This is an optimization exercise on Yosys and OpenROAD, whose aim is small area, a short achievable clock period and few clock cycles, not a production implementation. Where RTL was checked, it was by simulation tests only, not by an equivalence proof against the original. No activity file was given, so power comes from the tool's default toggle rates.

==> job 5044: inputs <==
==> flow/design.v (excerpt) <==
module udp_rx_top (
    input  wire                            clk,
    input  wire                            rst_i,
    input  wire [31:0]                     hdr_src_ip_i,
    input  wire [15:0]                     hdr_src_port_i,
    input  wire [31:0]                     hdr_dst_ip_i,
    input  wire [15:0]                     hdr_dst_port_i,
    input  wire [15:0]                     hdr_length_i,
    input  wire                            hdr_valid_i,
    output wire                            hdr_ready_o,
    input  wire [64-1:0]       beat_data_i,
    input  wire                            beat_last_i,
    input  wire                            beat_valid_i,
    output wire                            beat_ready_o,
    input  wire [8-1:0]      axil_awaddr_i,
    input  wire                            axil_awvalid_i,
    input  wire [32-1:0]      axil_wdata_i,
    input  wire [32/8-1:0]    axil_wstrb_i,
    input  wire                            axil_wvalid_i,
    input  wire                            axil_bready_i,
    input  wire [8-1:0]      axil_araddr_i,
    input  wire                            axil_arvalid_i,
    input  wire                            axil_rready_i,
    output wire                            axil_awready_o,
    output wire                            axil_wready_o,
    output wire [1:0]                      axil_bresp_o,
    output wire                            axil_bvalid_o,
    output wire                            axil_arready_o,
  ...
export LEC_CHECK = 0
export CAP_MARGIN = 20
export CORE_MARGIN = 2
export CORE_UTILIZATION = 60
export SETUP_SLACK_MARGIN = 2.3
export SLEW_MARGIN = 20
create_clock -name core_clock -period 5.0 [get_ports {clk}]
standard.sh (not shown) runs the stock make flow with config.mk's settings and CLKGATE_MAP_FILE= SYNTH_SCRIPT=/design/flow/synth_recipe.tcl, a recipe that flattens the netlist after the stock synthesis.
==> flow/flow/run.sh <==
#!/bin/bash
# The standard layout, except that the port buffers are plain buffers (buf_2) rather than the
# delay cell buffer_ports picks by default. Every port still gets its buffer.
set -euo pipefail
export BUFFER_PORTS_ARGS="-buffer_cell sky130_fd_sc_hd__buf_2"
bash standard.sh > standard_flow.log 2>&1
==> inputs of job 6536, as changes to job 5044 <==
--- a/flow/design.v
+++ b/flow/design.v
@@ -1,8 +1,10 @@
 `timescale 1ns/10ps
 `default_nettype none
-module udp_rx_csr (
+module udp_rx_csr #(
+    parameter integer RD_PIPE = 0    
+) (
     input  wire                            clk,
     input  wire                            rst_i,
     input  wire [8-1:0]      awaddr_i,
     input  wire                            awvalid_i,
     input  wire [32-1:0]      wdata_i,
@@ -24,11 +26,11 @@
     output wire [31:0]                     cfg_local_ip_o,
     output wire [15:0]                     cfg_port_o,
     input  wire                            drop_i,
     input  wire [70:0]                     head_hdr_i,
     input  wire [8*64-1:0] head_words_i,
-    input  wire [8*3-1:0] head_wid_i,
+    input  wire [3-1:0]   head_base_i,
     input  wire [3-1:0]      count_i,
     output wire                            pop_o
 );
     localparam [5:0] W_CTRL     = 6'h00;
     localparam [5:0] W_LOCAL_IP = 6'h01;
@@ -49,10 +51,11 @@
     wire                       b_hs;
     wire                       r_free;
     wire                       load_r;
     wire [5:0]                 sel;
     reg  [32-1:0] rdata_d;
+    wire [3-1:0] stage;
     wire [5:0]                 wa;
     assign wa    = awaddr_i[7:2];
     assign aw_hs = awvalid_i && wvalid_i && awready_q;
     assign b_hs  = bvalid_q && bready_i;
     assign pop_o = aw_hs && (wa == W_POP) && (awaddr_i[1:0] == 2'b00);
@@ -86,23 +89,28 @@
                 if (wstrb_i[2]) local_ip_q[23:16] <= wdata_i[23:16];
                 if (wstrb_i[3]) local_ip_q[31:24] <= wdata_i[31:24];
             end
         end
     end
-    reg  [31:0] win_d;
+    wire [3:0]  widx;
+    wire [31:0] win_m [0:3];
+    wire [31:0] win_d;
     wire [31:0] reg_lo;
     wire [31:0] reg_hi;
     wire [31:0] reg_d;
-    integer     j;
-    always @(*) begin
-        win_d = 32'd0;
-        for (j = 0; j < 8; j = j + 1) begin
-            if (head_wid_i[j*3 +: 3] == sel[3:1]) begin
-                win_d = win_d | (sel[0] ? head_words_i[64*j+32 +: 32] : head_words_i[64*j +: 32]);
-            end
+    assign stage = head_base_i - sel[3:1];
+    assign widx  = {stage, sel[0]};
+    genvar g;
+    generate
+        for (g = 0; g < 4; g = g + 1) begin : g_win
+            assign win_m[g] = widx[1] ? (widx[0] ? head_words_i[32*(4*g+3) +: 32]
+                                                  : head_words_i[32*(4*g+2) +: 32])
+                                      : (widx[0] ? head_words_i[32*(4*g+1) +: 32]
+                                                  : head_words_i[32*(4*g+0) +: 32]);
         end
-    end
+    endgenerate
+    assign win_d = widx[3] ? (widx[2] ? win_m[3] : win_m[2]) : (widx[2] ? win_m[1] : win_m[0]);
     assign reg_lo = sel[1] ? (sel[0] ? drops_q : {{(32-3){1'b0}}, count_i})
                            : (sel[0] ? local_ip_q : {port_q, 15'd0, enable_q});
     assign reg_hi = sel[1] ? (sel[0] ? 32'd0 : {25'd0, head_hdr_i[6:0]})
                            : (sel[0] ? head_hdr_i[38:7] : head_hdr_i[70:39]);
     assign reg_d  = sel[2] ? reg_hi : reg_lo;
@@ -113,49 +121,91 @@
             rdata_d = reg_d;
         end else begin
             rdata_d = 32'd0;
         end
     end
-    reg                        sv_q;
-    reg  [32-1:0] skid_q;
-    reg  [32-1:0] out_q;        
-    wire [32-1:0] r_d;
-    wire                       sv_d;
-    wire                       rv_d;
-    assign sel    = araddr_i[7:2];
     assign ar_hs  = arvalid_i && arready_q;
     assign r_free = !rvalid_q || rready_i;
-    assign load_r = r_free && (sv_q || ar_hs);
-    assign r_d    = sv_q ? skid_q : rdata_d;
-    assign rv_d   = load_r || !r_free;
-    assign sv_d   = r_free ? (sv_q && ar_hs) : (sv_q || ar_hs);
-    always @(posedge clk) begin
-        if (rst_i) begin
-            sv_q      <= 1'b0;
-            rvalid_q  <= 1'b0;
-            arready_q <= 1'b0;
-        end else begin
-            sv_q      <= sv_d;
-            rvalid_q  <= rv_d;
-            arready_q <= !sv_d;
+    generate
+        if (RD_PIPE == 0) begin : g_p0
+            reg       q0v_q;
+            reg [5:0] q0a_q;
+            wire      q0v_d;
+            wire      rv_d;
+            assign sel    = q0v_q ? q0a_q : araddr_i[7:2];
+            assign load_r = r_free && (q0v_q || ar_hs);
+            assign q0v_d  = q0v_q ? (!load_r || ar_hs) : (ar_hs && !load_r);
+            assign rv_d   = load_r || (rvalid_q && !rready_i);
+            always @(posedge clk) begin
+                if (rst_i) begin
+                    q0v_q     <= 1'b0;
+                    rvalid_q  <= 1'b0;
+                    arready_q <= 1'b0;
+                end else begin
+                    q0v_q     <= q0v_d;
+                    rvalid_q  <= rv_d;
+                    arready_q <= !(q0v_d && rv_d);
+                end
+            end
+            always @(posedge clk) begin
+                if (ar_hs && (!q0v_q || load_r) && !(load_r && !q0v_q)) begin
+                    q0a_q <= araddr_i[7:2];
+                end
+            end
+        end else begin : g_p1
+            reg       q0v_q, q1v_q;
+            reg [5:0] q0a_q, q1a_q;
+            wire      rv_d;
+            reg       q0v_d, q1v_d;
+            assign sel    = q0a_q;
+            assign load_r = r_free && q0v_q;
+            assign rv_d   = load_r || (rvalid_q && !rready_i);
+            always @(*) begin
+                q0v_d = q0v_q;
+                q1v_d = q1v_q;
+                if (load_r) begin
+                    q0v_d = q1v_q || ar_hs;
+                    q1v_d = q1v_q && ar_hs;
+                end else if (ar_hs) begin
+                    q0v_d = 1'b1;
+                    q1v_d = q0v_q;
+                end
+            end
+            always @(posedge clk) begin
+                if (rst_i) begin
+                    q0v_q     <= 1'b0;
+                    q1v_q     <= 1'b0;
+                    rvalid_q  <= 1'b0;
+                    arready_q <= 1'b0;
+                end else begin
+                    q0v_q     <= q0v_d;
+                    q1v_q     <= q1v_d;
+                    rvalid_q  <= rv_d;
+                    arready_q <= !(q1v_d && rv_d);
+                end
+            end
+            always @(posedge clk) begin
+                if (load_r || !q0v_q) begin
+                    q0a_q <= q1v_q ? q1a_q : araddr_i[7:2];
+                end
+                if (ar_hs) begin
+                    q1a_q <= araddr_i[7:2];
+                end
+            end
         end
-    end
+    endgenerate
     always @(posedge clk) begin
         if (load_r) begin
-            rdata_q <= r_d;
-        end
-        out_q <= load_r ? r_d : rdata_q;
-        if (ar_hs && !(r_free && !sv_q)) begin
-            skid_q <= rdata_d;
+            rdata_q <= rdata_d;
         end
     end
     assign awready_o = awready_q;
     assign wready_o  = awready_q;
     assign bresp_o   = 2'b00;
     assign bvalid_o  = bvalid_q;
     assign arready_o = arready_q;
-    assign rdata_o   = out_q;
+    assign rdata_o   = rdata_q;
     assign rresp_o   = 2'b00;
     assign rvalid_o  = rvalid_q;
     assign cfg_enable_o   = enable_q;
     assign cfg_local_ip_o = local_ip_q;
     assign cfg_port_o     = port_q;
@@ -189,11 +239,10 @@
     output wire                            wr_commit_o,
     output wire                            drop_o,
     output wire                            rx_irq_o
 );
     reg                           busy_q;      
-    reg                           hrdy_q;      
     reg                           acc_q;       
     reg  [3-1:0] cnt_q;       
     reg                           irq_q;
     reg                           brdy_q;      
     reg                           first_q;     
@@ -211,27 +260,22 @@
                   && (pay_len <= (8 * 8))
                   && !full_i;
     always @(posedge clk) begin
         if (rst_i) begin
             busy_q  <= 1'b0;
-            hrdy_q  <= 1'b0;
             acc_q   <= 1'b0;
             irq_q   <= 1'b0;
             cnt_q   <= {3{1'b0}};
             brdy_q  <= 1'b0;
             first_q <= 1'b0;
             gap_q   <= 3'd0;
         end else begin
             irq_q <= beat_hs && beat_last_i && acc_q;
             if (hdr_hs) begin
                 busy_q <= 1'b1;
-                hrdy_q <= 1'b0;
             end else if (beat_hs && beat_last_i) begin
                 busy_q <= 1'b0;
-                hrdy_q <= 1'b1;
-            end else begin
-                hrdy_q <= !busy_q;
             end
             if (hdr_hs) begin
                 acc_q <= accept;
             end
             if (hdr_hs) begin
@@ -243,11 +287,11 @@
             first_q <= hdr_hs || (first_q && !beat_hs);
             brdy_q  <= hdr_hs || (busy_q && !(beat_hs && beat_last_i) &&
                                   ((first_q && !beat_hs) || (beat_hs ? 1'b1 : (gap_q == 3'd0))));
         end
     end
-    assign hdr_ready_o  = hrdy_q;
+    assign hdr_ready_o  = !busy_q;
     assign beat_ready_o = brdy_q;
     assign hdr_we_o    = hdr_hs && !full_i;
     assign hdr_o       = {hdr_src_ip_i, hdr_src_port_i, hdr_dst_port_i, hdr_length_i[6:0]};
     assign wr_we_o     = beat_hs && acc_q;
     assign wr_idx_o    = cnt_q;
@@ -269,11 +313,11 @@
     input  wire [64-1:0]       wr_data_i,
     input  wire                            wr_commit_i,
     input  wire                            pop_i,
     output wire [70:0]                     head_hdr_o,
     output wire [8*64-1:0] head_words_o,
-    output wire [8*3-1:0] head_wid_o,
+    output wire [3-1:0]   head_base_o,
     output wire [3-1:0]      count_o,
     output wire                            full_o
 );
     localparam integer SW = 8 * 64;
     reg  [SW-1:0]                 slot_q [0:4-1];
@@ -281,16 +325,13 @@
     reg  [2-1:0] wr_ptr_q;
     reg  [2-1:0] rd_ptr_q;
     reg  [3-1:0]    count_q;
     reg  [3-1:0] pos_q  [0:4-1];    
     reg  [3-1:0] pos_d  [0:4-1];
-    reg  [8*3-1:0] wid_q;        
-    wire [3-1:0] hpos_d;
+    reg  [3-1:0] hpos_q;                         
     wire [2-1:0] rd_ptr_d;
-    reg  [2-1:0] rd_cp_q [0:3];
     wire                          do_pop;
-    integer                       i;
     assign do_pop = pop_i && (count_q != {3{1'b0}});
     genvar s, w;
     generate
         for (s = 0; s < 4; s = s + 1) begin : g_slot
             always @(posedge clk) begin
@@ -315,56 +356,37 @@
                 end
             end
         end
     endgenerate
     assign rd_ptr_d = rd_ptr_q + {{(2-1){1'b0}}, do_pop};
-    assign hpos_d = pos_d[rd_ptr_d];
-    genvar j;
-    generate
-        for (j = 0; j < 8; j = j + 1) begin : g_wid
-            always @(posedge clk) begin
-                wid_q[j*3 +: 3] <= hpos_d - j;
-            end
-        end
-    endgenerate
+    always @(posedge clk) begin
+        hpos_q <= pos_d[rd_ptr_d];
+    end
     always @(posedge clk) begin
         if (rst_i) begin
             wr_ptr_q <= {2{1'b0}};
             rd_ptr_q <= {2{1'b0}};
-            for (i = 0; i < 4; i = i + 1) begin
-                rd_cp_q[i] <= {2{1'b0}};
-            end
             count_q  <= {3{1'b0}};
         end else begin
             if (wr_commit_i) begin
                 wr_ptr_q <= wr_ptr_q + 1'b1;
             end
             if (do_pop) begin
                 rd_ptr_q <= rd_ptr_q + 1'b1;
             end
-            for (i = 0; i < 4; i = i + 1) begin
-                if (do_pop) begin
-                    rd_cp_q[i] <= rd_cp_q[i] + 1'b1;
-                end
-            end
             case ({wr_commit_i, do_pop})
                 2'b10:   count_q <= count_q + 1'b1;
                 2'b01:   count_q <= count_q - 1'b1;
                 default: count_q <= count_q;
             endcase
         end
     end
-    assign head_hdr_o   = rd_cp_q[0][1] ? (rd_cp_q[0][0] ? hdr_q[3] : hdr_q[2])
-                                        : (rd_cp_q[0][0] ? hdr_q[1] : hdr_q[0]);
-    generate
-        for (s = 0; s < 4; s = s + 1) begin : g_head
-            assign head_words_o[128*s +: 128] =
-                rd_cp_q[s][1] ? (rd_cp_q[s][0] ? slot_q[3][128*s +: 128] : slot_q[2][128*s +: 128])
-                              : (rd_cp_q[s][0] ? slot_q[1][128*s +: 128] : slot_q[0][128*s +: 128]);
-        end
-    endgenerate
-    assign head_wid_o   = wid_q;
+    assign head_hdr_o   = rd_ptr_q[1] ? (rd_ptr_q[0] ? hdr_q[3] : hdr_q[2])
+                                      : (rd_ptr_q[0] ? hdr_q[1] : hdr_q[0]);
+    assign head_words_o = rd_ptr_q[1] ? (rd_ptr_q[0] ? slot_q[3] : slot_q[2])
+                                      : (rd_ptr_q[0] ? slot_q[1] : slot_q[0]);
+    assign head_base_o  = hpos_q;
     assign count_o      = count_q;
     assign full_o       = count_q[2];
 endmodule
 `default_nettype wire
 `timescale 1ns/10ps
@@ -414,13 +436,13 @@
     wire                                     wr_commit;
     wire                                     full;
     wire                                     pop;
     wire [70:0]                              head_hdr;
     wire [8*64-1:0] head_words;
-    wire [8*3-1:0] head_wid;
+    wire [3-1:0]            head_base;
     wire [3-1:0]               count;
-    udp_rx_csr u_csr (
+    udp_rx_csr #(.RD_PIPE(0)) u_csr (
         .clk            (clk),
         .rst_i          (rst_i),
         .awaddr_i       (axil_awaddr_i),
         .awvalid_i      (axil_awvalid_i),
         .wdata_i        (axil_wdata_i),
@@ -442,11 +464,11 @@
         .cfg_local_ip_o (cfg_local_ip),
         .cfg_port_o     (cfg_port),
         .drop_i         (drop),
         .head_hdr_i     (head_hdr),
         .head_words_i   (head_words),
-        .head_wid_i     (head_wid),
+        .head_base_i    (head_base),
         .count_i        (count),
         .pop_o          (pop)
     );
     udp_rx_ctrl u_ctrl (
         .clk            (clk),
@@ -485,11 +507,11 @@
         .wr_data_i      (wr_data),
         .wr_commit_i    (wr_commit),
         .pop_i          (pop),
         .head_hdr_o     (head_hdr),
         .head_words_o   (head_words),
-        .head_wid_o     (head_wid),
+        .head_base_o    (head_base),
         .count_o        (count),
         .full_o         (full)
     );
 endmodule
 `default_nettype wire
==> flow/run.sh (new file) <==
#!/bin/bash
# synth_recipe.tcl (not shown) runs the flow's synth.tcl, then flattens the netlist and writes it again
# the make line also repeats each setting of config.mk as NAME=value (left out here)
make -C /OpenROAD-flow-scripts/flow DESIGN_CONFIG=/design/flow/config.mk WORK_HOME=/design/flow/orfs CLKGATE_MAP_FILE= SYNTH_SCRIPT=/design/flow/synth_recipe.tcl finish
Settings changed: SETUP_SLACK_MARGIN 2.3 to 2.5.
removed: flow/flow/run.sh
removed: flow/standard.sh
==> notes <==
- Of job 6536 and job 5044, job 5044 has the higher area after synthesis (gap 3.3%, measured against job 5044).
- Job 6536 completed without violations. Job 5044 passed the timing, design-rule and antenna checks.
- Of job 5044 and job 6536, job 5044 has the higher sequential cell count (gap 46).
- Sequential share of layout area: job 6536 is lower than job 5044 (0.59 points).
- Cell area: job 5044 is higher than job 6536 (1.2%).
- Of job 5044 and job 6536, job 6536 has the higher critical path depth (gap 5).
- Between job 6536 and job 5044, the lower global-route usage is in job 6536 (gap 2.5 points).
- In job 6536 the total power is larger than in job 5044, by 0.88%.
- First-iteration DRC count: job 5044 is higher than job 6536 (10%).
- Against job 6536, the synthesized cell count of job 5044 is higher by 8.1%.
Testbench counts of job 6536, summed over its fixed seeds: cycles 21,360.
No functional check of the RTL was part of job 5044.

afterwards: timing with drivers on the ports:
No port has a modelled driver above. Below, the same layouts with a new extraction and two added sets of constraints.
Step 1 sets driving cells, clkbuf_16 on the clock port and buf_2 on the other inputs (assumed; they add their load-dependent delay and slew).
Step 2 moves the port delays by t, midway between the first and last clock arrival at a register: inputs arrive t later, outputs are due t later. That takes back most of the time a late clock gives input paths.
Slacks: no drivers / after step 1 / after step 2; pairs: no drivers / after step 1.
run | t, ns | setup WS [ns] | pins driven straight from the clock port
job 5044 | 0.912 | 2.237 / 2.080 / 1.168 | 1
job 6536 | 0.903 | 2.211 / 2.211 / 1.358 | 1
After both steps every run listed still meets setup and hold. For job 5044, which loses most, drivers alone change the setup slack by -0.157 ns; drivers and shift together by -1.069 ns.
